Background: an optimization exercise with open tools, aiming at small area and a short achievable clock period. Do not read the settings as production practice.
Function was checked by simulation only, so behaviour that the tests miss may differ from the original.
No activity file was given, so power comes from the tool's default toggle rates.

`design.v`:
```
`timescale 1ns/10ps
package postadd_pkg;
    localparam int L1_LIMB_BITS = 1 + 16;
    typedef logic [4*L1_LIMB_BITS-1:0] poly_l1_t;
    localparam int L3_LIMB_BITS = 8 + 16;
    typedef logic [4*L3_LIMB_BITS-1:0] poly_l3_t;
    typedef enum logic [2:0] {
        OP_HOLD         = 3'b000,
        OP_LOAD         = 3'b001,
        OP_ADD          = 3'b010,
        OP_IN_MINUS_REG = 3'b011,
        OP_REG_MINUS_IN = 3'b100,
        OP_P_MINUS_REG  = 3'b101
    } acc_op_t;
endpackage
`timescale 1ns/10ps
module pa_aoi (input logic gh, input logic th, input logic gl, output logic y);
  assign y = ~(gh | (th & gl));
endmodule
module pa_oai (input logic gh, input logic th, input logic gl, output logic y);
  assign y = ~(gh & (th | gl));
endmodule
module pa_nand (input logic a, input logic b, output logic y);
  assign y = ~(a & b);
endmodule
module pa_nor (input logic a, input logic b, output logic y);
  assign y = ~(a | b);
endmodule
module pa_inv (input logic a, output logic y);
  assign y = ~a;
endmodule
module padd (input logic [71:0] a, input logic [71:0] b, input logic ci, output logic [71:0] s);
  logic [72:0] g0, t0;
  logic [71:0] p0;
  assign g0 = {a & b, ci};
  assign t0 = {a | b, 1'b0};
  assign p0 = a ^ b;
  logic gn0;
  pa_aoi u_gn0 (.gh(g0[1]), .th(t0[1]), .gl(g0[0]), .y(gn0));
  logic gn1;
  logic tn2;
  pa_aoi u_gn1 (.gh(g0[3]), .th(t0[3]), .gl(g0[2]), .y(gn1));
  pa_nand u_tn2 (.a(t0[3]), .b(t0[2]), .y(tn2));
  logic gn3;
  logic tn4;
  pa_aoi u_gn3 (.gh(g0[5]), .th(t0[5]), .gl(g0[4]), .y(gn3));
  pa_nand u_tn4 (.a(t0[5]), .b(t0[4]), .y(tn4));
  logic gn5;
  logic tn6;
  pa_aoi u_gn5 (.gh(g0[7]), .th(t0[7]), .gl(g0[6]), .y(gn5));
  pa_nand u_tn6 (.a(t0[7]), .b(t0[6]), .y(tn6));
  logic gn7;
  logic tn8;
  pa_aoi u_gn7 (.gh(g0[9]), .th(t0[9]), .gl(g0[8]), .y(gn7));
  pa_nand u_tn8 (.a(t0[9]), .b(t0[8]), .y(tn8));
  logic gn9;
  logic tn10;
  pa_aoi u_gn9 (.gh(g0[11]), .th(t0[11]), .gl(g0[10]), .y(gn9));
  pa_nand u_tn10 (.a(t0[11]), .b(t0[10]), .y(tn10));
  logic gn11;
  logic tn12;
  pa_aoi u_gn11 (.gh(g0[13]), .th(t0[13]), .gl(g0[12]), .y(gn11));
  pa_nand u_tn12 (.a(t0[13]), .b(t0[12]), .y(tn12));
  logic gn13;
  logic tn14;
  pa_aoi u_gn13 (.gh(g0[15]), .th(t0[15]), .gl(g0[14]), .y(gn13));
  pa_nand u_tn14 (.a(t0[15]), .b(t0[14]), .y(tn14));
  logic gn15;
  logic tn16;
  pa_aoi u_gn15 (.gh(g0[17]), .th(t0[17]), .gl(g0[16]), .y(gn15));
  pa_nand u_tn16 (.a(t0[17]), .b(t0[16]), .y(tn16));
  logic gn17;
  logic tn18;
  pa_aoi u_gn17 (.gh(g0[19]), .th(t0[19]), .gl(g0[18]), .y(gn17));
  pa_nand u_tn18 (.a(t0[19]), .b(t0[18]), .y(tn18));
  logic gn19;
  logic tn20;
  pa_aoi u_gn19 (.gh(g0[21]), .th(t0[21]), .gl(g0[20]), .y(gn19));
  pa_nand u_tn20 (.a(t0[21]), .b(t0[20]), .y(tn20));
  logic gn21;
  logic tn22;
  pa_aoi u_gn21 (.gh(g0[23]), .th(t0[23]), .gl(g0[22]), .y(gn21));
  pa_nand u_tn22 (.a(t0[23]), .b(t0[22]), .y(tn22));
  logic gn23;
  logic tn24;
  pa_aoi u_gn23 (.gh(g0[25]), .th(t0[25]), .gl(g0[24]), .y(gn23));
  pa_nand u_tn24 (.a(t0[25]), .b(t0[24]), .y(tn24));
  logic gn25;
  logic tn26;
  pa_aoi u_gn25 (.gh(g0[27]), .th(t0[27]), .gl(g0[26]), .y(gn25));
  pa_nand u_tn26 (.a(t0[27]), .b(t0[26]), .y(tn26));
  logic gn27;
  logic tn28;
  pa_aoi u_gn27 (.gh(g0[29]), .th(t0[29]), .gl(g0[28]), .y(gn27));
  pa_nand u_tn28 (.a(t0[29]), .b(t0[28]), .y(tn28));
  logic gn29;
  logic tn30;
  pa_aoi u_gn29 (.gh(g0[31]), .th(t0[31]), .gl(g0[30]), .y(gn29));
  pa_nand u_tn30 (.a(t0[31]), .b(t0[30]), .y(tn30));
  logic gn31;
  logic tn32;
  pa_aoi u_gn31 (.gh(g0[33]), .th(t0[33]), .gl(g0[32]), .y(gn31));
  pa_nand u_tn32 (.a(t0[33]), .b(t0[32]), .y(tn32));
  logic gn33;
  logic tn34;
  pa_aoi u_gn33 (.gh(g0[35]), .th(t0[35]), .gl(g0[34]), .y(gn33));
  pa_nand u_tn34 (.a(t0[35]), .b(t0[34]), .y(tn34));
  logic gn35;
  logic tn36;
  pa_aoi u_gn35 (.gh(g0[37]), .th(t0[37]), .gl(g0[36]), .y(gn35));
  pa_nand u_tn36 (.a(t0[37]), .b(t0[36]), .y(tn36));
  logic gn37;
  logic tn38;
  pa_aoi u_gn37 (.gh(g0[39]), .th(t0[39]), .gl(g0[38]), .y(gn37));
  pa_nand u_tn38 (.a(t0[39]), .b(t0[38]), .y(tn38));
  logic gn39;
  logic tn40;
  pa_aoi u_gn39 (.gh(g0[41]), .th(t0[41]), .gl(g0[40]), .y(gn39));
  pa_nand u_tn40 (.a(t0[41]), .b(t0[40]), .y(tn40));
  logic gn41;
  logic tn42;
  pa_aoi u_gn41 (.gh(g0[43]), .th(t0[43]), .gl(g0[42]), .y(gn41));
  pa_nand u_tn42 (.a(t0[43]), .b(t0[42]), .y(tn42));
  logic gn43;
  logic tn44;
  pa_aoi u_gn43 (.gh(g0[45]), .th(t0[45]), .gl(g0[44]), .y(gn43));
  pa_nand u_tn44 (.a(t0[45]), .b(t0[44]), .y(tn44));
  logic gn45;
  logic tn46;
  pa_aoi u_gn45 (.gh(g0[47]), .th(t0[47]), .gl(g0[46]), .y(gn45));
  pa_nand u_tn46 (.a(t0[47]), .b(t0[46]), .y(tn46));
  logic gn47;
  logic tn48;
  pa_aoi u_gn47 (.gh(g0[49]), .th(t0[49]), .gl(g0[48]), .y(gn47));
  pa_nand u_tn48 (.a(t0[49]), .b(t0[48]), .y(tn48));
  logic gn49;
  logic tn50;
  pa_aoi u_gn49 (.gh(g0[51]), .th(t0[51]), .gl(g0[50]), .y(gn49));
  pa_nand u_tn50 (.a(t0[51]), .b(t0[50]), .y(tn50));
  logic gn51;
  logic tn52;
  pa_aoi u_gn51 (.gh(g0[53]), .th(t0[53]), .gl(g0[52]), .y(gn51));
  pa_nand u_tn52 (.a(t0[53]), .b(t0[52]), .y(tn52));
  logic gn53;
  logic tn54;
  pa_aoi u_gn53 (.gh(g0[55]), .th(t0[55]), .gl(g0[54]), .y(gn53));
  pa_nand u_tn54 (.a(t0[55]), .b(t0[54]), .y(tn54));
  logic gn55;
  logic tn56;
  pa_aoi u_gn55 (.gh(g0[57]), .th(t0[57]), .gl(g0[56]), .y(gn55));
  pa_nand u_tn56 (.a(t0[57]), .b(t0[56]), .y(tn56));
  logic gn57;
  logic tn58;
  pa_aoi u_gn57 (.gh(g0[59]), .th(t0[59]), .gl(g0[58]), .y(gn57));
  pa_nand u_tn58 (.a(t0[59]), .b(t0[58]), .y(tn58));
  logic gn59;
  logic tn60;
  pa_aoi u_gn59 (.gh(g0[61]), .th(t0[61]), .gl(g0[60]), .y(gn59));
  pa_nand u_tn60 (.a(t0[61]), .b(t0[60]), .y(tn60));
  logic gn61;
  logic tn62;
  pa_aoi u_gn61 (.gh(g0[63]), .th(t0[63]), .gl(g0[62]), .y(gn61));
  pa_nand u_tn62 (.a(t0[63]), .b(t0[62]), .y(tn62));
  logic gn63;
  logic tn64;
  pa_aoi u_gn63 (.gh(g0[65]), .th(t0[65]), .gl(g0[64]), .y(gn63));
  pa_nand u_tn64 (.a(t0[65]), .b(t0[64]), .y(tn64));
  logic gn65;
  logic tn66;
  pa_aoi u_gn65 (.gh(g0[67]), .th(t0[67]), .gl(g0[66]), .y(gn65));
  pa_nand u_tn66 (.a(t0[67]), .b(t0[66]), .y(tn66));
  logic gn67;
  logic tn68;
  pa_aoi u_gn67 (.gh(g0[69]), .th(t0[69]), .gl(g0[68]), .y(gn67));
  pa_nand u_tn68 (.a(t0[69]), .b(t0[68]), .y(tn68));
  logic gn69;
  logic tn70;
  pa_aoi u_gn69 (.gh(g0[71]), .th(t0[71]), .gl(g0[70]), .y(gn69));
  pa_nand u_tn70 (.a(t0[71]), .b(t0[70]), .y(tn70));
  logic gn71;
  pa_oai u_gn71 (.gh(gn1), .th(tn2), .gl(gn0), .y(gn71));
  logic gn72;
  logic tn73;
  pa_oai u_gn72 (.gh(gn5), .th(tn6), .gl(gn3), .y(gn72));
  pa_nor u_tn73 (.a(tn6), .b(tn4), .y(tn73));
  logic gn74;
  logic tn75;
  pa_oai u_gn74 (.gh(gn9), .th(tn10), .gl(gn7), .y(gn74));
  pa_nor u_tn75 (.a(tn10), .b(tn8), .y(tn75));
  logic gn76;
  logic tn77;
  pa_oai u_gn76 (.gh(gn13), .th(tn14), .gl(gn11), .y(gn76));
  pa_nor u_tn77 (.a(tn14), .b(tn12), .y(tn77));
  logic gn78;
  logic tn79;
  pa_oai u_gn78 (.gh(gn17), .th(tn18), .gl(gn15), .y(gn78));
  pa_nor u_tn79 (.a(tn18), .b(tn16), .y(tn79));
  logic gn80;
  logic tn81;
  pa_oai u_gn80 (.gh(gn21), .th(tn22), .gl(gn19), .y(gn80));
  pa_nor u_tn81 (.a(tn22), .b(tn20), .y(tn81));
  logic gn82;
  logic tn83;
  pa_oai u_gn82 (.gh(gn25), .th(tn26), .gl(gn23), .y(gn82));
  pa_nor u_tn83 (.a(tn26), .b(tn24), .y(tn83));
  logic gn84;
  logic tn85;
  pa_oai u_gn84 (.gh(gn29), .th(tn30), .gl(gn27), .y(gn84));
  pa_nor u_tn85 (.a(tn30), .b(tn28), .y(tn85));
  logic gn86;
  logic tn87;
  pa_oai u_gn86 (.gh(gn33), .th(tn34), .gl(gn31), .y(gn86));
  pa_nor u_tn87 (.a(tn34), .b(tn32), .y(tn87));
  logic gn88;
  logic tn89;
  pa_oai u_gn88 (.gh(gn37), .th(tn38), .gl(gn35), .y(gn88));
  pa_nor u_tn89 (.a(tn38), .b(tn36), .y(tn89));
  logic gn90;
  logic tn91;
  pa_oai u_gn90 (.gh(gn41), .th(tn42), .gl(gn39), .y(gn90));
  pa_nor u_tn91 (.a(tn42), .b(tn40), .y(tn91));
  logic gn92;
  logic tn93;
  pa_oai u_gn92 (.gh(gn45), .th(tn46), .gl(gn43), .y(gn92));
  pa_nor u_tn93 (.a(tn46), .b(tn44), .y(tn93));
  logic gn94;
  logic tn95;
  pa_oai u_gn94 (.gh(gn49), .th(tn50), .gl(gn47), .y(gn94));
  pa_nor u_tn95 (.a(tn50), .b(tn48), .y(tn95));
  logic gn96;
  logic tn97;
  pa_oai u_gn96 (.gh(gn53), .th(tn54), .gl(gn51), .y(gn96));
  pa_nor u_tn97 (.a(tn54), .b(tn52), .y(tn97));
  logic gn98;
  logic tn99;
  pa_oai u_gn98 (.gh(gn57), .th(tn58), .gl(gn55), .y(gn98));
  pa_nor u_tn99 (.a(tn58), .b(tn56), .y(tn99));
  logic gn100;
  logic tn101;
  pa_oai u_gn100 (.gh(gn61), .th(tn62), .gl(gn59), .y(gn100));
  pa_nor u_tn101 (.a(tn62), .b(tn60), .y(tn101));
  logic gn102;
  logic tn103;
  pa_oai u_gn102 (.gh(gn65), .th(tn66), .gl(gn63), .y(gn102));
  pa_nor u_tn103 (.a(tn66), .b(tn64), .y(tn103));
  logic gn104;
  logic tn105;
  pa_oai u_gn104 (.gh(gn69), .th(tn70), .gl(gn67), .y(gn104));
  pa_nor u_tn105 (.a(tn70), .b(tn68), .y(tn105));
  logic gn106;
  pa_aoi u_gn106 (.gh(gn72), .th(tn73), .gl(gn71), .y(gn106));
  logic gn107;
  logic tn108;
  pa_aoi u_gn107 (.gh(gn76), .th(tn77), .gl(gn74), .y(gn107));
  pa_nand u_tn108 (.a(tn77), .b(tn75), .y(tn108));
  logic gn109;
  logic tn110;
  pa_aoi u_gn109 (.gh(gn80), .th(tn81), .gl(gn78), .y(gn109));
  pa_nand u_tn110 (.a(tn81), .b(tn79), .y(tn110));
  logic gn111;
  logic tn112;
  pa_aoi u_gn111 (.gh(gn84), .th(tn85), .gl(gn82), .y(gn111));
  pa_nand u_tn112 (.a(tn85), .b(tn83), .y(tn112));
  logic gn113;
  logic tn114;
  pa_aoi u_gn113 (.gh(gn88), .th(tn89), .gl(gn86), .y(gn113));
  pa_nand u_tn114 (.a(tn89), .b(tn87), .y(tn114));
  logic gn115;
  logic tn116;
  pa_aoi u_gn115 (.gh(gn92), .th(tn93), .gl(gn90), .y(gn115));
  pa_nand u_tn116 (.a(tn93), .b(tn91), .y(tn116));
  logic gn117;
  logic tn118;
  pa_aoi u_gn117 (.gh(gn96), .th(tn97), .gl(gn94), .y(gn117));
  pa_nand u_tn118 (.a(tn97), .b(tn95), .y(tn118));
  logic gn119;
  logic tn120;
  pa_aoi u_gn119 (.gh(gn100), .th(tn101), .gl(gn98), .y(gn119));
  pa_nand u_tn120 (.a(tn101), .b(tn99), .y(tn120));
  logic gn121;
  logic tn122;
  pa_aoi u_gn121 (.gh(gn104), .th(tn105), .gl(gn102), .y(gn121));
  pa_nand u_tn122 (.a(tn105), .b(tn103), .y(tn122));
  logic gn123;
  pa_oai u_gn123 (.gh(gn107), .th(tn108), .gl(gn106), .y(gn123));
  logic gn124;
  logic tn125;
  pa_oai u_gn124 (.gh(gn111), .th(tn112), .gl(gn109), .y(gn124));
  pa_nor u_tn125 (.a(tn112), .b(tn110), .y(tn125));
  logic gn126;
  logic tn127;
  pa_oai u_gn126 (.gh(gn115), .th(tn116), .gl(gn113), .y(gn126));
  pa_nor u_tn127 (.a(tn116), .b(tn114), .y(tn127));
  logic gn128;
  logic tn129;
  pa_oai u_gn128 (.gh(gn119), .th(tn120), .gl(gn117), .y(gn128));
  pa_nor u_tn129 (.a(tn120), .b(tn118), .y(tn129));
  logic gn130;
  pa_aoi u_gn130 (.gh(gn124), .th(tn125), .gl(gn123), .y(gn130));
  logic gn131;
  logic tn132;
  pa_aoi u_gn131 (.gh(gn128), .th(tn129), .gl(gn126), .y(gn131));
  pa_nand u_tn132 (.a(tn129), .b(tn127), .y(tn132));
  logic gn133;
  pa_oai u_gn133 (.gh(gn131), .th(tn132), .gl(gn130), .y(gn133));
  logic iv134;
  pa_inv u_iv134 (.a(gn130), .y(iv134));
  logic gn135;
  pa_aoi u_gn135 (.gh(gn126), .th(tn127), .gl(iv134), .y(gn135));
  logic iv136;
  pa_inv u_iv136 (.a(gn123), .y(iv136));
  logic gn137;
  pa_oai u_gn137 (.gh(gn109), .th(tn110), .gl(iv136), .y(gn137));
  logic gn138;
  pa_oai u_gn138 (.gh(gn113), .th(tn114), .gl(gn130), .y(gn138));
  logic gn139;
  pa_oai u_gn139 (.gh(gn117), .th(tn118), .gl(gn135), .y(gn139));
  logic iv140;
  pa_inv u_iv140 (.a(gn133), .y(iv140));
  logic gn141;
  pa_oai u_gn141 (.gh(gn121), .th(tn122), .gl(iv140), .y(gn141));
  logic iv142;
  pa_inv u_iv142 (.a(gn106), .y(iv142));
  logic gn143;
  pa_aoi u_gn143 (.gh(gn74), .th(tn75), .gl(iv142), .y(gn143));
  logic gn144;
  pa_aoi u_gn144 (.gh(gn78), .th(tn79), .gl(gn123), .y(gn144));
  logic gn145;
  pa_aoi u_gn145 (.gh(gn82), .th(tn83), .gl(gn137), .y(gn145));
  logic iv146;
  pa_inv u_iv146 (.a(gn130), .y(iv146));
  logic gn147;
  pa_aoi u_gn147 (.gh(gn86), .th(tn87), .gl(iv146), .y(gn147));
  logic gn148;
  pa_aoi u_gn148 (.gh(gn90), .th(tn91), .gl(gn138), .y(gn148));
  logic iv149;
  pa_inv u_iv149 (.a(gn135), .y(iv149));
  logic gn150;
  pa_aoi u_gn150 (.gh(gn94), .th(tn95), .gl(iv149), .y(gn150));
  logic gn151;
  pa_aoi u_gn151 (.gh(gn98), .th(tn99), .gl(gn139), .y(gn151));
  logic gn152;
  pa_aoi u_gn152 (.gh(gn102), .th(tn103), .gl(gn133), .y(gn152));
  logic iv153;
  pa_inv u_iv153 (.a(gn71), .y(iv153));
  logic gn154;
  pa_oai u_gn154 (.gh(gn3), .th(tn4), .gl(iv153), .y(gn154));
  logic gn155;
  pa_oai u_gn155 (.gh(gn7), .th(tn8), .gl(gn106), .y(gn155));
  logic gn156;
  pa_oai u_gn156 (.gh(gn11), .th(tn12), .gl(gn143), .y(gn156));
  logic iv157;
  pa_inv u_iv157 (.a(gn123), .y(iv157));
  logic gn158;
  pa_oai u_gn158 (.gh(gn15), .th(tn16), .gl(iv157), .y(gn158));
  logic gn159;
  pa_oai u_gn159 (.gh(gn19), .th(tn20), .gl(gn144), .y(gn159));
  logic iv160;
  pa_inv u_iv160 (.a(gn137), .y(iv160));
  logic gn161;
  pa_oai u_gn161 (.gh(gn23), .th(tn24), .gl(iv160), .y(gn161));
  logic gn162;
  pa_oai u_gn162 (.gh(gn27), .th(tn28), .gl(gn145), .y(gn162));
  logic gn163;
  pa_oai u_gn163 (.gh(gn31), .th(tn32), .gl(gn130), .y(gn163));
  logic gn164;
  pa_oai u_gn164 (.gh(gn35), .th(tn36), .gl(gn147), .y(gn164));
  logic iv165;
  pa_inv u_iv165 (.a(gn138), .y(iv165));
  logic gn166;
  pa_oai u_gn166 (.gh(gn39), .th(tn40), .gl(iv165), .y(gn166));
  logic gn167;
  pa_oai u_gn167 (.gh(gn43), .th(tn44), .gl(gn148), .y(gn167));
  logic gn168;
  pa_oai u_gn168 (.gh(gn47), .th(tn48), .gl(gn135), .y(gn168));
  logic gn169;
  pa_oai u_gn169 (.gh(gn51), .th(tn52), .gl(gn150), .y(gn169));
  logic iv170;
  pa_inv u_iv170 (.a(gn139), .y(iv170));
  logic gn171;
  pa_oai u_gn171 (.gh(gn55), .th(tn56), .gl(iv170), .y(gn171));
  logic gn172;
  pa_oai u_gn172 (.gh(gn59), .th(tn60), .gl(gn151), .y(gn172));
  logic iv173;
  pa_inv u_iv173 (.a(gn133), .y(iv173));
  logic gn174;
  pa_oai u_gn174 (.gh(gn63), .th(tn64), .gl(iv173), .y(gn174));
  logic gn175;
  pa_oai u_gn175 (.gh(gn67), .th(tn68), .gl(gn152), .y(gn175));
  logic iv176;
  pa_inv u_iv176 (.a(gn0), .y(iv176));
  logic gn177;
  pa_aoi u_gn177 (.gh(g0[2]), .th(t0[2]), .gl(iv176), .y(gn177));
  logic gn178;
  pa_aoi u_gn178 (.gh(g0[4]), .th(t0[4]), .gl(gn71), .y(gn178));
  logic gn179;
  pa_aoi u_gn179 (.gh(g0[6]), .th(t0[6]), .gl(gn154), .y(gn179));
  logic iv180;
  pa_inv u_iv180 (.a(gn106), .y(iv180));
  logic gn181;
  pa_aoi u_gn181 (.gh(g0[8]), .th(t0[8]), .gl(iv180), .y(gn181));
  logic gn182;
  pa_aoi u_gn182 (.gh(g0[10]), .th(t0[10]), .gl(gn155), .y(gn182));
  logic iv183;
  pa_inv u_iv183 (.a(gn143), .y(iv183));
  logic gn184;
  pa_aoi u_gn184 (.gh(g0[12]), .th(t0[12]), .gl(iv183), .y(gn184));
  logic gn185;
  pa_aoi u_gn185 (.gh(g0[14]), .th(t0[14]), .gl(gn156), .y(gn185));
  logic gn186;
  pa_aoi u_gn186 (.gh(g0[16]), .th(t0[16]), .gl(gn123), .y(gn186));
  logic gn187;
  pa_aoi u_gn187 (.gh(g0[18]), .th(t0[18]), .gl(gn158), .y(gn187));
  logic iv188;
  pa_inv u_iv188 (.a(gn144), .y(iv188));
  logic gn189;
  pa_aoi u_gn189 (.gh(g0[20]), .th(t0[20]), .gl(iv188), .y(gn189));
  logic gn190;
  pa_aoi u_gn190 (.gh(g0[22]), .th(t0[22]), .gl(gn159), .y(gn190));
  logic gn191;
  pa_aoi u_gn191 (.gh(g0[24]), .th(t0[24]), .gl(gn137), .y(gn191));
  logic gn192;
  pa_aoi u_gn192 (.gh(g0[26]), .th(t0[26]), .gl(gn161), .y(gn192));
  logic iv193;
  pa_inv u_iv193 (.a(gn145), .y(iv193));
  logic gn194;
  pa_aoi u_gn194 (.gh(g0[28]), .th(t0[28]), .gl(iv193), .y(gn194));
  logic gn195;
  pa_aoi u_gn195 (.gh(g0[30]), .th(t0[30]), .gl(gn162), .y(gn195));
  logic iv196;
  pa_inv u_iv196 (.a(gn130), .y(iv196));
  logic gn197;
  pa_aoi u_gn197 (.gh(g0[32]), .th(t0[32]), .gl(iv196), .y(gn197));
  logic gn198;
  pa_aoi u_gn198 (.gh(g0[34]), .th(t0[34]), .gl(gn163), .y(gn198));
  logic iv199;
  pa_inv u_iv199 (.a(gn147), .y(iv199));
  logic gn200;
  pa_aoi u_gn200 (.gh(g0[36]), .th(t0[36]), .gl(iv199), .y(gn200));
  logic gn201;
  pa_aoi u_gn201 (.gh(g0[38]), .th(t0[38]), .gl(gn164), .y(gn201));
  logic gn202;
  pa_aoi u_gn202 (.gh(g0[40]), .th(t0[40]), .gl(gn138), .y(gn202));
  logic gn203;
  pa_aoi u_gn203 (.gh(g0[42]), .th(t0[42]), .gl(gn166), .y(gn203));
  logic iv204;
  pa_inv u_iv204 (.a(gn148), .y(iv204));
  logic gn205;
  pa_aoi u_gn205 (.gh(g0[44]), .th(t0[44]), .gl(iv204), .y(gn205));
  logic gn206;
  pa_aoi u_gn206 (.gh(g0[46]), .th(t0[46]), .gl(gn167), .y(gn206));
  logic iv207;
  pa_inv u_iv207 (.a(gn135), .y(iv207));
  logic gn208;
  pa_aoi u_gn208 (.gh(g0[48]), .th(t0[48]), .gl(iv207), .y(gn208));
  logic gn209;
  pa_aoi u_gn209 (.gh(g0[50]), .th(t0[50]), .gl(gn168), .y(gn209));
  logic iv210;
  pa_inv u_iv210 (.a(gn150), .y(iv210));
  logic gn211;
  pa_aoi u_gn211 (.gh(g0[52]), .th(t0[52]), .gl(iv210), .y(gn211));
  logic gn212;
  pa_aoi u_gn212 (.gh(g0[54]), .th(t0[54]), .gl(gn169), .y(gn212));
  logic gn213;
  pa_aoi u_gn213 (.gh(g0[56]), .th(t0[56]), .gl(gn139), .y(gn213));
  logic gn214;
  pa_aoi u_gn214 (.gh(g0[58]), .th(t0[58]), .gl(gn171), .y(gn214));
  logic iv215;
  pa_inv u_iv215 (.a(gn151), .y(iv215));
  logic gn216;
  pa_aoi u_gn216 (.gh(g0[60]), .th(t0[60]), .gl(iv215), .y(gn216));
  logic gn217;
  pa_aoi u_gn217 (.gh(g0[62]), .th(t0[62]), .gl(gn172), .y(gn217));
  logic gn218;
  pa_aoi u_gn218 (.gh(g0[64]), .th(t0[64]), .gl(gn133), .y(gn218));
  logic gn219;
  pa_aoi u_gn219 (.gh(g0[66]), .th(t0[66]), .gl(gn174), .y(gn219));
  logic iv220;
  pa_inv u_iv220 (.a(gn152), .y(iv220));
  logic gn221;
  pa_aoi u_gn221 (.gh(g0[68]), .th(t0[68]), .gl(iv220), .y(gn221));
  logic gn222;
  pa_aoi u_gn222 (.gh(g0[70]), .th(t0[70]), .gl(gn175), .y(gn222));
  logic gn223;
  pa_aoi u_gn223 (.gh(g0[72]), .th(t0[72]), .gl(gn141), .y(gn223));
  logic [71:0] c;
  assign c[0] = g0[0];
  assign c[1] = ~gn0;
  assign c[2] = ~gn177;
  assign c[3] = gn71;
  assign c[4] = ~gn178;
  assign c[5] = gn154;
  assign c[6] = ~gn179;
  assign c[7] = ~gn106;
  assign c[8] = ~gn181;
  assign c[9] = gn155;
  assign c[10] = ~gn182;
  assign c[11] = ~gn143;
  assign c[12] = ~gn184;
  assign c[13] = gn156;
  assign c[14] = ~gn185;
  assign c[15] = gn123;
  assign c[16] = ~gn186;
  assign c[17] = gn158;
  assign c[18] = ~gn187;
  assign c[19] = ~gn144;
  assign c[20] = ~gn189;
  assign c[21] = gn159;
  assign c[22] = ~gn190;
  assign c[23] = gn137;
  assign c[24] = ~gn191;
  assign c[25] = gn161;
  assign c[26] = ~gn192;
  assign c[27] = ~gn145;
  assign c[28] = ~gn194;
  assign c[29] = gn162;
  assign c[30] = ~gn195;
  assign c[31] = ~gn130;
  assign c[32] = ~gn197;
  assign c[33] = gn163;
  assign c[34] = ~gn198;
  assign c[35] = ~gn147;
  assign c[36] = ~gn200;
  assign c[37] = gn164;
  assign c[38] = ~gn201;
  assign c[39] = gn138;
  assign c[40] = ~gn202;
  assign c[41] = gn166;
  assign c[42] = ~gn203;
  assign c[43] = ~gn148;
  assign c[44] = ~gn205;
  assign c[45] = gn167;
  assign c[46] = ~gn206;
  assign c[47] = ~gn135;
  assign c[48] = ~gn208;
  assign c[49] = gn168;
  assign c[50] = ~gn209;
  assign c[51] = ~gn150;
  assign c[52] = ~gn211;
  assign c[53] = gn169;
  assign c[54] = ~gn212;
  assign c[55] = gn139;
  assign c[56] = ~gn213;
  assign c[57] = gn171;
  assign c[58] = ~gn214;
  assign c[59] = ~gn151;
  assign c[60] = ~gn216;
  assign c[61] = gn172;
  assign c[62] = ~gn217;
  assign c[63] = gn133;
  assign c[64] = ~gn218;
  assign c[65] = gn174;
  assign c[66] = ~gn219;
  assign c[67] = ~gn152;
  assign c[68] = ~gn221;
  assign c[69] = gn175;
  assign c[70] = ~gn222;
  assign c[71] = gn141;
  assign s = p0 ^ c;
endmodule
`timescale 1ns/10ps
`timescale 1ns/10ps
`timescale 1ns/10ps
`timescale 1ns/10ps
module postadd_top (
    input  logic                      clk,
    input  logic                      rstn,
    input  logic [64-1:0]    in_val,
    input  logic [4-1:0]    in_carry,
    input  logic [2:0]                mode1,
    input  logic [2:0]                mode2,
    input  logic [2:0]                mode3,
    input  logic [1:0]                addr2,
    input  logic [1:0]                addr3,
    input  logic [1:0]                outsel,
    output logic [72-1:0]   result
);
    localparam int RW = 72;
    localparam int IW = 66;                
    localparam logic [RW-1:0] MOD = RW'(64'hFFFF_FFFF_FFFF_FFC5);
    logic [IW-1:0] op_sum;
    logic [1:0]    kin [4];
    logic          blk_co [4];
    assign op_sum[15:0] = in_val[15:0];
    assign kin[1] = {1'b0, in_carry[0]};
    for (genvar j = 1; j < 4; j++) begin : g_blk
        logic [15:0] v;
        assign v = in_val[16*j +: 16];
        always_comb begin
            case (kin[j])
                2'd1:    op_sum[16*j +: 16] = v + 16'd1;
                2'd2:    op_sum[16*j +: 16] = v + 16'd2;
                default: op_sum[16*j +: 16] = v;
            endcase
        end
        assign blk_co[j] = kin[j][1] ? (&v[15:1]) : (kin[j][0] & (&v));
        if (j < 3) begin : g_next
            assign kin[j+1] = {1'b0, in_carry[j]} + {1'b0, blk_co[j]};
        end
    end
    assign op_sum[65:64] = {1'b0, in_carry[3]} + {1'b0, blk_co[3]};
    logic [4:0] dec [3];
    logic [2:0] mode [3];
    assign mode[0] = mode1;
    assign mode[1] = mode2;
    assign mode[2] = mode3;
    for (genvar l = 0; l < 3; l++) begin : g_dec
        always_comb begin
            case (mode[l])
                3'd1:    dec[l] = 5'b10000;
                3'd2:    dec[l] = 5'b10010;
                3'd3:    dec[l] = 5'b10011;
                3'd4:    dec[l] = 5'b11010;
                3'd5:    dec[l] = 5'b00111;
                default: dec[l] = 5'b00010;
            endcase
        end
    end
    logic [IW-1:0] op_i;
    logic [4:0]    ctl [3];
    logic [3:0]    a2_oh, a3_oh;           
    logic [2:0]    os_oh;                  
    logic          rst_q;
    always_ff @(posedge clk) begin
        rst_q  <= !rstn;
        op_i   <= op_sum;
        ctl[0] <= rstn ? dec[0] : '0;
        ctl[1] <= rstn ? dec[1] : '0;
        ctl[2] <= rstn ? dec[2] : '0;
        a2_oh  <= 4'b0001 << addr2;
        a3_oh  <= 4'b0001 << addr3;
        os_oh  <= rstn ? 3'(4'b0001 << outsel) : 3'b000;
    end
    logic [RW-1:0] reg1;
    logic [RW-1:0] file2 [4];
    logic [RW-1:0] file3 [4];
    logic [RW-1:0] g [3];
    logic [RW-1:0] n [3];
    always_comb begin
        g[0] = reg1;
        g[1] = '0;
        g[2] = '0;
        for (int e = 0; e < 4; e++) begin
            g[1] = g[1] | ({RW{a2_oh[e]}} & file2[e]);
            g[2] = g[2] | ({RW{a3_oh[e]}} & file3[e]);
        end
    end
    for (genvar l = 0; l < 3; l++) begin : g_lane
        logic [RW-1:0] a, b;
        logic use_i, inv_i, use_p, use_g, inv_g;
        assign {use_i, inv_i, use_p, use_g, inv_g} = ctl[l];
        assign a = (({RW{use_i}} & RW'(op_i)) ^ {RW{inv_i}}) | ({RW{use_p}} & MOD);
        assign b = ({RW{use_g}} & g[l]) ^ {RW{inv_g}};
        padd i_add (.a(a), .b(b), .ci(inv_i | inv_g), .s(n[l]));
    end
    always_ff @(posedge clk) begin
        reg1 <= n[0];
        for (int e = 0; e < 4; e++) begin
            if (rst_q || a2_oh[e]) file2[e] <= n[1];
            if (rst_q || a3_oh[e]) file3[e] <= n[2];
        end
    end
    logic [RW-1:0] d1, d2;
    logic [2:0]    os_en;
    logic          z2;
    assign os_en = os_oh & {3{rstn}};
    always_ff @(posedge clk) begin
        d1     <= ({RW{os_en[0]}} & n[0]) | ({RW{os_en[1]}} & n[1]) | ({RW{os_en[2]}} & n[2]);
        d2     <= d1;
        z2     <= !rstn;
        result <= (rstn && !z2) ? d2 : '0;
    end
endmodule
```
`run.sh`:
```
#!/bin/bash
# synth_recipe.tcl (not shown) runs the flow's synth.tcl, then flattens the netlist and writes it again
# the make line also repeats each setting of config.mk as NAME=value (left out here)
make -C /OpenROAD-flow-scripts/flow DESIGN_CONFIG=/design/flow/config.mk WORK_HOME=/design/flow/orfs CLKGATE_MAP_FILE= SYNTH_SCRIPT=/design/flow/synth_recipe.tcl finish
```
`config.mk`:
```
export PLATFORM = sky130hd
export DESIGN_NAME = postadd_top
export DESIGN_NICKNAME = postadd_top
export VERILOG_FILES = /design/flow/design.v
export SDC_FILE = /design/flow/constraint.sdc
export NUM_CORES = 4
export LEC_CHECK = 0
export CAP_MARGIN = 20
export CORE_MARGIN = 2
export CORE_UTILIZATION = 40
export SETUP_SLACK_MARGIN = 4
export SLEW_MARGIN = 20
export SYNTH_HIERARCHICAL = 1
export SYNTH_MINIMUM_KEEP_SIZE = 0
```
`constraint.sdc`:
```
create_clock -name core_clock -period 7.0 [get_ports {clk}]
set_input_delay 1.4000 -clock core_clock [delete_from_list [all_inputs] [get_ports {clk}]]
set_output_delay 1.4000 -clock core_clock [all_outputs]
set_load 0.01 [all_outputs]
```
==> results.yml <==
outcome:
  result_of_the_run: "finished clean"
route:
  vias_per_cell: 5.439
  drt.antenna.violating_nets: 0
  dr.pass1.iters: 5
  detail_route.wirelength_um: 173200
  routed_wire_length_per_instance_um: 23.20
  via_total_after_detailed_routing: 40600
  detail_route.drc_violations: 0
  detail_route.iter0.violations: 3516
synthesis:
  distinct_cells_synth: 69
  avgSynthCellArea_um2: 10.28
  synth.yosys.warnings: 26
  synth_enable_flop_cells: 576
  sequential_area_share_after_synthesis: 0.4770
  syn_area_um2: 52250
  synth_cells: 5080
  synthArstFlopShare: 0
  yosys_register_bits: 957
  postSynth.topFlopCell: "edfxtp_1"
  synthesis.nets: 5607
global_route:
  grt_pass1_wl_um: 246100
  grt_antenna_before_repair: 11
  grt_usage: 0.2471
  via_count_of_the_first_global_routing_pass: 38760
  grt_start_max_net_pins: 61
  grt_overflow_total: 0
die:
  placement_rows: 132
  die_h_um: 365.4
  initial_core_util: 0.4030
  ioPinCount: 157
  die_width_um: 365.4
  die-area_um2: 133500
  core_area_um2: 129600
pwr:
  combinationalPowerShare: 0.237
  p_clk_frac: 0.344
  power.density_nw_per_um2: 255.9
  vdd.ir_drop.worst_mv: 0.2075
  power.share.sequential: 0.419
  switching_share: 0.2913
  p_int_mw: 12.77
  leakage_power_nw: 30.26
  switchingPower_mw: 5.249
worst_setup_path:
  setup.worst_path.start_class: "flip-flop"
  critPathRequiredTime_ps: 7600
  worst-path-max-fanout: 8
  cp.arrival_ps: 4500
  crit_path_end_kind: "flip-flop"
  setup.worst_path.class: "flip-flop to flip-flop"
layout:
  layout.cells.most_common: "inv_1"
  nets: 6148
  final_cell_mix: "646 x inv_1, 576 x edfxtp_1, 399 x ha_1"
  num-fill-cells: 10860
  layout-area-overhead-vs-synth_pct: 34.76
  post-route-cell-area_um2: 70410
  share_of_final_layout_standard_cells_stronger_than_drive_strength_1: 0.3015
clock_network:
  cts.path.max_buffers: 3
  tritoncts.num_buffers: 109
  tritoncts: "built"
  cts.clk_slew.worst_paths_ps: 70
  worstSkewPairLatency_ps: 750
  sinks_on_the_clock_net: 957
  clockRootBuffer: "clkbuf_16"
  ctsHtreeMaxLevel: 3
timing:
  max_slew_margin: 0.2402
  timing_worst_slew_pin_value_ps: 1139
  final.min_clock_period_ps: 3895
  finalSetupTns_ps: 0
  fmax_mhz: 256.7
  final_min_period_over_clock_period: 0.5565
  drv_slew: 0
  setup_repair_after_global_routing_missed_its_margin: "true"
  final-setup-viol-count: 0
  final.setup_skew_ps: 50.97
  report.final.hold_viol_count: 0
place:
  placement.cell_area_um2: 56240
  numPortBuffers: 156
  dp_hpwl_um: 89730
  globalplace.congestion: 0.8434
run:
  maxCapViolCount: 0
worst_hold_path:
  min_path_type: "flip-flop to flip-flop"
==> final cells by class <==
cell class | instances | area, um^2 | share of cell area
multi-input combinational | 3137 | 28760 | 0.4085
sequential | 957 | 25010 | 0.3552
timing repair buffer | 686 | 7724 | 0.1097
clock buffer | 133 | 2997 | 0.04256
inverter | 730 | 2801 | 0.03979
tap | 1742 | 2180 | 0.03096
clock inverter | 72 | 913.4 | 0.01297
antenna | 7 | 17.52 | 0.0002488
==> registers in the layout (all words and copies together), names as in the netlist <==
| signal | count |
|---|---|
| ctl | 15 |
| a2_oh | 4 |
| reg1 | 72 |
| file2 | 288 |
| d1 | 72 |
| file3 | 288 |
| z2 | 1 |
| op_i | 66 |
| d2 | 72 |
| os_oh | 3 |
| a3_oh | 4 |
| result | 72 |
==> cell usage after synthesis, types with 4 or more instances <==
cell,number,area share
nor3_1,13,0.0012
or2_2,11,0.0013
o31ai_1,11,0.0016
xnor2_1,385,0.065
nor3b_1,4,0.00057
xor2_1,80,0.013
and2_1,81,0.0097
dfxtp_1,381,0.15
buf_2,12,0.0011
ha_1,442,0.11
o21ai_1,132,0.013
a21oi_2,273,0.046
inv_1,729,0.052
nand2_1,397,0.029
o21bai_1,180,0.026
nor2_1,95,0.0068
a31oi_1,8,0.00096
buf_1,12,0.00086
and3_1,189,0.023
a22o_1,290,0.049
edfxtp_1,576,0.33
nand3_1,18,0.0017
nand2b_1,4,0.00048
a22oi_1,73,0.010
a21oi_1,203,0.019
a21o_1,4,0.00057
nor4_1,5,0.00060
nand4_1,13,0.0016
and4_1,6,0.0010
clkbuf_1,233,0.017
o21ai_0,160,0.015
nor2b_1,5,0.00060
==> Yosys stat by module (local to each module, per instance) <==
module / copies in the design / area [um^2] / cells / flops+latches
pa_nand: 132 / 3.754 / 1 / 0
pa_aoi: 273 / 8.758 / 1 / 0
pa_inv: 72 / 3.754 / 1 / 0
pa_oai: 132 / 5.005 / 1 / 0
padd: 3 / 3222 / 427 / 0
pa_nor: 60 / 3.754 / 1 / 0
postadd_top: 1 / 38540 / 3130 / 957
==> logic make-up (layout without fill, tap and decap cells) <==
kind of cell / after synthesis / count (layout) / synth area share
compound gates: 1369 / 1369 / 0.1871
xor+xnor: 468 / 468 / 0.07931
fa+ha+maj: 442 / 442 / 0.1058
buf+inv: 990 / 1621 / 0.07165
flops: 957 / 957 / 0.4770
mux: 3 / 3 / 0.0006226
other cells: 0 / 7 / 0
simple gates: 851 / 855 / 0.07843
==> per-layer routing <==
layer  vias to the layer above  part of all wire  track usage
li1                      18480                 -            -
met1                     20210              0.42       0.3344
met2                      1598              0.46       0.4052
met3                       305             0.080      0.03771
met4                         4             0.033      0.07932
met5                         -           0.00014            0
==> through the flow <==
step / utilization / hold WS (ps) / total power, mW / setup WS [ps] / instances
finish: 0.5431 / 321.1 / 18.02 / 3105 / 7464
detailed placement: 0.4338 / 312.1 / 10.58 / 1123 / 6769
global route: 0.5430 / 329.9 / 18.77 / 3012 / 7459
global placement: 0.4338 / 312.9 / 10.48 / 1255 / 6769
floorplan: - / 309.6 / 9.740 / 3257 / 5080
CTS: 0.5117 / 320.9 / 17.50 / 3238 / 7273
==> path summary, 6_finish.rpt <==
check,from,to,slack (ps),depth (start not counted)
worst max-delay path,a3_oh[2],file3[0][46],3100,21
worst min-delay path,d1[36],d2[36],320,0
worst max register to register,a3_oh[2],file3[0][46],3100,21
worst min register to register,d1[36],d2[36],320,0
==> power groups by stage <==
stage / sequential, mW / combinational, mW / clock (mW)
finish: 7.54 / 4.28 / 6.20
global route: 7.63 / 4.61 / 6.52
CTS: 7.55 / 3.65 / 6.30
detailed placement: 7.73 / 2.85 / 0
global placement: 7.69 / 2.79 / 0
floorplan: 7.54 / 2.20 / 0
==> worst max-delay path, stage by stage (launching register included) <==
cell and delay (ps):
dfxtp_4 410, buf_6 150, buf_12 140, a22o_1 210, o21ai_2 130, xnor2_1 180
inv_1 110, ha_1 220, inv_1 120, nand2_1 160, nor2_4 150, nand2_2 100
nor2_4 140, a21oi_4 70, buf_12 150, buf_12 130, o21ai_4 240, a21oi_4 120
o21ai_4 250, a21oi_2 110, xnor2_2 290, buf_4 190
==> timing repair <==
item                                    CTS  global route
endpoints found under the setup margin  816           679
pin swaps                               214           276
gates resized for setup                 804           525
setup buffers                           274           178
hold buffers                              0             0
gates cloned                             25             6

==> re-timing with driven ports <==
In the flow no input, the clock included, has a driving cell. The finished layout below was timed again as built, in two steps.
Step 1: set_driving_cell puts a clkbuf_16 on clk and a buf_2 on each other input, an assumption about the parent block.
Step 2 moves the port delays by t, midway between the first and last clock arrival at a register: inputs arrive t later, outputs are due t later. That takes back most of the time a late clock gives input paths.
Three values: ideal, step 1, step 2; two values: the first two.
shift t [ns]: 0.792
setup WS [ns]: 3.105 / 3.105 / 2.732
worst data-port slew with drivers (ns): 0.10
After both steps setup and hold are still met in this run. The setup slack of this run moves by 0.000 ns with the drivers and by -0.373 ns with both steps.
